This is an optimization exercise on Yosys and OpenROAD, whose aim is small area, not a production implementation. Function was checked by simulation only, so behaviour that the tests miss may differ from the original. Power and IR drop assume default switching activity.

===== config.mk =====
export PLATFORM = sky130hd
export DESIGN_NAME = fib_mm2s_reader
export DESIGN_NICKNAME = fib_mm2s_reader
export VERILOG_FILES = /design/flow/design.v
export SDC_FILE = /design/flow/constraint.sdc
export NUM_CORES = 4
export LEC_CHECK = 0
export CAP_MARGIN = 20
export CORE_AREA = 5 5 325 325
export DIE_AREA = 0 0 330 330
export SLEW_MARGIN = 20

===== constraint.sdc =====
create_clock -name core_clock -period 8.0 [get_ports {clk}]
set_input_delay 1.6000 -clock core_clock [delete_from_list [all_inputs] [get_ports {clk}]]
set_output_delay 1.6000 -clock core_clock [all_outputs]
set_load 0.01 [all_outputs]

===== design.v =====
module fib_mm2s_reader #(
  parameter logic [63:0] ADDR1   = 64'h0A00_0000,
  parameter logic [63:0] ADDR2   = 64'h0010_0000,
  parameter int          BEATS1  = 8,
  parameter int          BEATS2  = 17,
  parameter int          TIMEOUT = 1024
) (
  input  logic              clk,
  input  logic              rst_n,
  input  logic              ap_start,
  output logic              ap_done,
  output logic              ap_pass,
  output logic [7:0]        err_cnt,
  output logic              s_axis_mm2s_cmd_tvalid,
  input  logic              s_axis_mm2s_cmd_tready,
  output logic [103:0]      s_axis_mm2s_cmd_tdata,
  input  logic              m_axis_mm2s_tvalid,
  output logic              m_axis_mm2s_tready,
  input  logic [255:0]      m_axis_mm2s_tdata,
  input  logic [31:0]       m_axis_mm2s_tkeep,
  input  logic              m_axis_mm2s_tlast,
  input  logic              m_axis_mm2s_sts_tvalid,
  output logic              m_axis_mm2s_sts_tready,
  input  logic [7:0]        m_axis_mm2s_sts_tdata
);
  typedef enum logic [2:0] {IDLE, CMD1, DATA1, STS1, CMD2, DATA2, STS2, DONE} state_t;
  localparam int           WD_W  = $clog2(TIMEOUT + 1);
  localparam logic [22:0]  BTT1  = 23'(BEATS1 * 32);
  localparam logic [22:0]  BTT2  = 23'(BEATS2 * 32);
  localparam logic [4:0]   LAST1 = 5'(BEATS1 - 1);
  localparam logic [4:0]   LAST2 = 5'(BEATS1 + BEATS2 - 1);
  localparam logic [103:0] CMD_W1 = {8'h00, ADDR1, 8'h40, 1'b1, BTT1};
  localparam logic [103:0] CMD_W2 = {8'h00, ADDR2, 8'h40, 1'b1, BTT2};
  function automatic logic [7:0] sat_inc(input logic [7:0] v);
    sat_inc = (v == 8'hFF) ? v : v + 8'd1;
  endfunction
  state_t         state_q, state_d;
  logic           cmd_vld_q, cmd_vld_d;
  logic [103:0]   cmd_data_q, cmd_data_d;
  logic           dat_rdy_q, dat_rdy_d;
  logic           sts_rdy_q, sts_rdy_d;
  logic           done_q, done_d;
  logic           pass_q, pass_d;
  logic [7:0]     err_q, err_d;
  logic [4:0]     idx_q, idx_d;
  logic [255:0]   a_q, a_d;
  logic [255:0]   b_q, b_d;
  logic [WD_W-1:0] wd_q, wd_d;
  logic hs_cmd, hs_dat, hs_sts, hs_any, in_wait, is_last, beat_bad, sts_bad;
  logic unused_sts_tag;
  assign hs_cmd  = cmd_vld_q & s_axis_mm2s_cmd_tready;
  assign hs_dat  = dat_rdy_q & m_axis_mm2s_tvalid;
  assign hs_sts  = sts_rdy_q & m_axis_mm2s_sts_tvalid;
  assign hs_any  = hs_cmd | hs_dat | hs_sts;
  assign in_wait = (state_q != IDLE) && (state_q != DONE);
  assign is_last = (state_q == DATA1) ? (idx_q == LAST1) : (idx_q == LAST2);
  assign beat_bad = (m_axis_mm2s_tdata != a_q) ||
                    (m_axis_mm2s_tkeep != '1) ||
                    (m_axis_mm2s_tlast != is_last);
  assign sts_bad  = !m_axis_mm2s_sts_tdata[7] || (|m_axis_mm2s_sts_tdata[6:4]);
  assign unused_sts_tag = ^m_axis_mm2s_sts_tdata[3:0];
  always_comb begin
    state_d    = state_q;
    cmd_vld_d  = cmd_vld_q;
    cmd_data_d = cmd_data_q;
    err_d      = err_q;
    idx_d      = idx_q;
    a_d        = a_q;
    b_d        = b_q;
    wd_d       = wd_q;
    case (state_q)
      IDLE: begin
        if (ap_start) begin
          state_d = CMD1;
          err_d   = 8'd0;
          idx_d   = 5'd0;
          a_d     = '0;
          b_d     = 256'd1;
        end
      end
      CMD1, CMD2: begin
        if (!cmd_vld_q) begin
          cmd_vld_d  = 1'b1;
          cmd_data_d = (state_q == CMD1) ? CMD_W1 : CMD_W2;
        end else if (hs_cmd) begin
          cmd_vld_d = 1'b0;
          state_d   = (state_q == CMD1) ? DATA1 : DATA2;
        end
      end
      DATA1, DATA2: begin
        if (hs_dat) begin
          if (beat_bad) err_d = sat_inc(err_q);
          a_d   = b_q;
          b_d   = a_q + b_q;
          idx_d = idx_q + 5'd1;
          if (is_last) state_d = (state_q == DATA1) ? STS1 : STS2;
        end
      end
      STS1, STS2: begin
        if (hs_sts) begin
          if (sts_bad) err_d = sat_inc(err_q);
          state_d = (state_q == STS1) ? CMD2 : DONE;
        end
      end
      DONE: begin
        if (!ap_start) state_d = IDLE;
      end
      default: state_d = IDLE;
    endcase
    if (state_d != state_q || hs_any) begin
      wd_d = '0;
    end else if (in_wait) begin
      if (wd_q == WD_W'(TIMEOUT - 1)) begin
        err_d     = sat_inc(err_q);
        state_d   = DONE;
        cmd_vld_d = 1'b0;
        wd_d      = '0;
      end else begin
        wd_d = wd_q + WD_W'(1);
      end
    end
    dat_rdy_d = (state_d == DATA1) || (state_d == DATA2);
    sts_rdy_d = (state_d == STS1) || (state_d == STS2);
    done_d    = (state_d == DONE);
    pass_d    = (state_d == DONE) && (err_d == 8'd0);
  end
  always_ff @(posedge clk) begin
    if (!rst_n) begin
      state_q    <= IDLE;
      cmd_vld_q  <= 1'b0;
      cmd_data_q <= '0;
      dat_rdy_q  <= 1'b0;
      sts_rdy_q  <= 1'b0;
      done_q     <= 1'b0;
      pass_q     <= 1'b0;
      err_q      <= 8'd0;
      idx_q      <= 5'd0;
      a_q        <= '0;
      b_q        <= '0;
      wd_q       <= '0;
    end else begin
      state_q    <= state_d;
      cmd_vld_q  <= cmd_vld_d;
      cmd_data_q <= cmd_data_d;
      dat_rdy_q  <= dat_rdy_d;
      sts_rdy_q  <= sts_rdy_d;
      done_q     <= done_d;
      pass_q     <= pass_d;
      err_q      <= err_d;
      idx_q      <= idx_d;
      a_q        <= a_d;
      b_q        <= b_d;
      wd_q       <= wd_d;
    end
  end
  assign ap_done = done_q;
  assign ap_pass = pass_q;
  assign err_cnt = err_q;
  assign s_axis_mm2s_cmd_tvalid = cmd_vld_q;
  assign s_axis_mm2s_cmd_tdata  = cmd_data_q;
  assign m_axis_mm2s_tready     = dat_rdy_q;
  assign m_axis_mm2s_sts_tready = sts_rdy_q;
endmodule

===== run.sh =====
#!/bin/bash
# synth_recipe.tcl (not shown) runs the flow's synth.tcl, then flattens the netlist and writes it again
# the make line also repeats each setting of config.mk as NAME=value (left out here)
make -C /OpenROAD-flow-scripts/flow DESIGN_CONFIG=/design/flow/config.mk WORK_HOME=/design/flow/orfs CLKGATE_MAP_FILE= SYNTH_SCRIPT=/design/flow/synth_recipe.tcl finish

==> run notes <==
* Post-Route Utilization at a little under half
* Overall Global Routing Usage at 31.70%
* Worst Skew at 0.03077 ns
* Clock tree from TritonCTS: done
* Post-DP HPWL at 146.4 mm
* Setup Viol. Count Final at 0
* Worst Setup Start Kind: flop
* Critical Path Sink Type: flop
* Highest metal layer used by the detailed router: met4
* Maximum number of pins on one net before global-route repair at 188
* Pin slew with the least headroom to its limit at 1.263 ns
* Critical path buffer and inverter count at 0
* Share of total power in sequential cells at 41.9%
* Fin. Hold Viols at 0
* Share of synthesized registers carrying an async set or reset at 0%
* Worst IR Drop VDD at 0.1154 mV
* Met3 wirelength from detailed routing at between 15 and 20 mm
* Crit share post-route at 77.88%
* Max-cap check violation count at 0
* Start-to-end type of the worst setup path: reg -> reg
* Count of input and output buffers at 319
* Top-area cell type share of the netlist area at 27.17%
* Result of the run: complete, no violations
* Post-synthesis cell area at approximately 0.04 mm2
* Final design area excluding fillers at 0.04637 mm2
* Antenna-violating nets left at 0
* Global-route wire length before repair at around 260 mm
* Final Max Tran Viols at 0
* # hold bufs at CTS at 0
* Post-CTS Repair Setup Buffers at 0
* RSZ-0062 raised after global routing: no
* Part of the power in the clock network at 50.4%
* Pwr Density at approximately 140 mW/mm2
* DRC violation count after routing at 0
* Slowest stage cell on the critical path: sky130_fd_sc_hd__a211oi_1
* Sw Pwr at approximately 1700 uW
* Weighted congestion reported at the end of routability-driven placement at 1.049
* I/O pin count at 420
* Synthesized instance count at 5402
* Total routed wirelength at 181.1 mm
* Crit path required time at 8.48 ns
* Wire length per cell after detailed routing at approximately 26 um
* Setup Total Neg Slack at 0 ns
* Crit-path most repeated cell: sky130_fd_sc_hd__o21ai_0
* Share of the yosys chip area belonging to registers at 27.17%
* Switching fraction of total power at 25.60%
* Max Freq at 160.5 MHz
* Critical Path AT at approximately 6.7 ns
* Vertical die dimension at 330 um
* Worst setup slack after placement at around 1.8 ns
* Average footprint of a synthesized cell at about 7.5 um2
* Via-per-instance ratio at 6.057
* CTS Sinks at roughly 550
* Most frequent cell after synthesis: sky130_fd_sc_hd__nor2_1
* Post-Route Hold Slack at 0.4526 ns
* Initial core utilization at roughly two fifths
* First-pass iteration count of the detailed router at 6
* Ordered cell list for the critical path: ha_1 > o21ai_0 > nor3_1 > o21ai_1 > a31oi_1 > o2111ai_1 > a211oi_1 > o211ai_1 > o21ai_2 > a31oi_1 > o31ai_1 > a21oi_1 > o21ai_0 > xnor2_1 > o21ai_0
* Clock latency reported for the late side of the worst-skew pair at 0.66 ns
* Comb pwr share at 7.7%
* Total via count in the routed design at 42060
* Worst-path clk slew at roughly 0.060 ns
* Length of routed met2 wiring at 73.19 mm
* Top cells by instance count after synthesis: sky130_fd_sc_hd__nor2_1 (726), sky130_fd_sc_hd__dfxtp_1 (547), sky130_fd_sc_hd__a21oi_1 (519), sky130_fd_sc_hd__nand2_1 (501), sky130_fd_sc_hd__o21ai_0 (410)
* Number of buffers added by the clock tree synthesis step at between 60 and 70
* Main area contributors after synthesis: sky130_fd_sc_hd__dfxtp_1 (27%), sky130_fd_sc_hd__ha_1 (8.0%), sky130_fd_sc_hd__a22oi_1 (7.1%)
* Count of routing violations after the opening detailed-route iteration at around 5200
* Synthesis warning total at 1
* Die Wd at 330 um
* Leading area contributor after synthesis: sky130_fd_sc_hd__dfxtp_1
* Relative slew slack at 15.00%
* Dominant delay contributor by cell family on the critical path: compound AO/OA/AOI/OAI gates
* Number of antenna violations at the first check in global routing at 3
* Root buffer selected by CTS: sky130_fd_sc_hd__clkbuf_16
* Core box area at 0.1017 mm2
* Count of distinct cell types in the synthesized netlist at between 80 and 90
* Filler cells at slightly above 10000
* Proportion of layout cells with a drive suffix above 1 at 3.677%
* Cell internal power dissipation at between 4000 and 5000 uW
* Post-layout net count at 6083
* Highest cell delay on the worst timing path at 0.91 ns
* Cell area after placement at 0.04402 mm2
* Number of global-route vias before repair at 38220
* Gates resized, CTS repair at 0
* Longest Clk Path Bufs at 3
* Hold WC Path Type: reg -> reg
* Post-synth top flop: sky130_fd_sc_hd__dfxtp_1
* Crit path max fanout at 5
* Number of synthesized flops with an enable pin at 0
* Minimum clock period after layout at 6.230 ns
* Post-route worst setup slack at 1.770 ns
* Leakage power total at 0.01751 uW
* Area of the die at around 0.11 mm2
* Met1 Wirelength at 81.30 mm
* FP Rows at 117
* CTS H-tree depth at 3
* Growth of design area from synthesis to finish at 15.03%
* Total overflow reported by the global router at 0
* Number of synthesized register bits at about 550
sequential cells by signal, summed over array words and instances (netlist names):
signal and count:
a_q 256, b_q 256, wd_q 11, err_q 8, idx_q 5, cmd_data_q 3, state_q 3, cmd_vld_q 1
dat_rdy_q 1, done_q 1, pass_q 1, sts_rdy_q 1
metrics by stage:
| stage | total power, uW | std cells |
|---|---|---|
| finish | 6528 | 6944 |
| global route | 6692 | 6943 |
| CTS | 6564 | 6943 |
| detailed placement | 3288 | 6818 |
| global placement | 3290 | 6818 |
| floorplan | 3005 | 5497 |
placed cells by master (no fill, tap or decap), types with 32 or more instances in the layout:
master,instances
sky130_fd_sc_hd__nor2_1,725
sky130_fd_sc_hd__dfxtp_1,547
sky130_fd_sc_hd__a21oi_1,518
sky130_fd_sc_hd__nand2_1,500
sky130_fd_sc_hd__o21ai_0,410
sky130_fd_sc_hd__a22oi_1,383
sky130_fd_sc_hd__clkdlybuf4s50_1,319
sky130_fd_sc_hd__xor2_1,292
sky130_fd_sc_hd__ha_1,258
sky130_fd_sc_hd__xnor2_1,209
sky130_fd_sc_hd__nand4_1,190
sky130_fd_sc_hd__inv_1,126
sky130_fd_sc_hd__a21o_1,100
sky130_fd_sc_hd__o21bai_1,97
sky130_fd_sc_hd__conb_1,96
sky130_fd_sc_hd__nor4_1,76
sky130_fd_sc_hd__clkbuf_16,70
sky130_fd_sc_hd__nor3_1,69
sky130_fd_sc_hd__nand3_1,49
sky130_fd_sc_hd__o21a_1,32
kinds of logic (layout without fill, tap and decap cells):
logic type | count (synthesis) | in the layout | share of synthesized area [%]
and+or+nand+nor | 1763 | 1763 | 19.61
AOI/OAI and AO/OA | 1798 | 1798 | 28.15
buffers and inverters | 527 | 605 | 5.963
xor gates and xnor gates | 501 | 501 | 10.89
other | 1 | 97 | 0.009304
DFF | 547 | 547 | 27.17
muxes | 4 | 4 | 0.1024
adders and majority gates | 261 | 261 | 8.108
cell type report:
| type | instances | area [um2] | area share, % |
|---|---|---|---|
| Sequential cell | 547 | 10950 | 23.62 |
| Multi-Input combinational cell | 4423 | 27370 | 59.03 |
| Timing Repair Buffer | 353 | 3511 | 7.572 |
| Inverter | 127 | 484.2 | 1.044 |
| Clock buffer | 98 | 1997 | 4.307 |
| Clock inverter | 27 | 337.8 | 0.7286 |
| Antenna cell | 1 | 2.502 | 0.005397 |
| Tap cell | 1368 | 1712 | 3.692 |
power by group through the flow:
stage               Sequential (uW)  Combinational, uW  Clock, uW
finish                         2730                504       3290
detailed placement             2790                494          0
floorplan                      2790                214          0
CTS                            2730                496       3330
global placement               2790                496          0
global route                   2730                522       3440
worst min-delay path, cell delays in order (launching register included):
cell	delay [ns]
sky130_fd_sc_hd__dfxtp_1	0.30
sky130_fd_sc_hd__o21ai_0	0.07
sky130_fd_sc_hd__nor2_1	0.04
path summary, 6_finish.rpt:
path	startpoint	to	slack [ns]	depth (start not counted)
setup / recovery	a_q[2]$_SDFFE_PN0P_	b_q[247]$_SDFFE_PN0P_	1.77	15
hold reg to reg	wd_q[10]$_SDFFE_PP0P_	wd_q[10]$_SDFFE_PP0P_	0.45	2
hold / removal	wd_q[10]$_SDFFE_PP0P_	wd_q[10]$_SDFFE_PP0P_	0.45	2
setup reg to reg	a_q[2]$_SDFFE_PN0P_	b_q[247]$_SDFFE_PN0P_	1.77	15
layer usage:
metal | up-vias | track usage, %
li1 | 19590 | -
met1 | 20110 | 46.53
met2 | 2097 | 45.47
met3 | 263 | 6.890
met4 | 0 | 11.44
met5 | - | 0

afterwards: timing with drivers on the ports:
How much do the figures lean on ideal ports? The routed layout below was timed once more, with nothing changed but the port constraints. Step 1 assumes that a clkbuf_16 drives the clock port and a buf_2 every other input. Step 2 times the ports against the registers' clock, not the clock port: input delays grow and output delays shrink by t, the midpoint of the rising clock arrivals with the driver on. Slacks: ideal ports / drivers / drivers and shift; pairs: ideal ports / drivers.
shift t [ns]: 0.714
slack for setup (ns): 1.770 / 1.770 / 1.741
clock arrival spread, ns: 0.031 / 0.031
pins driven straight from the clock port: 1
After both steps this run still meets setup and hold. For this run, drivers alone change the setup slack by 0.000 ns; drivers and shift together by -0.029 ns.
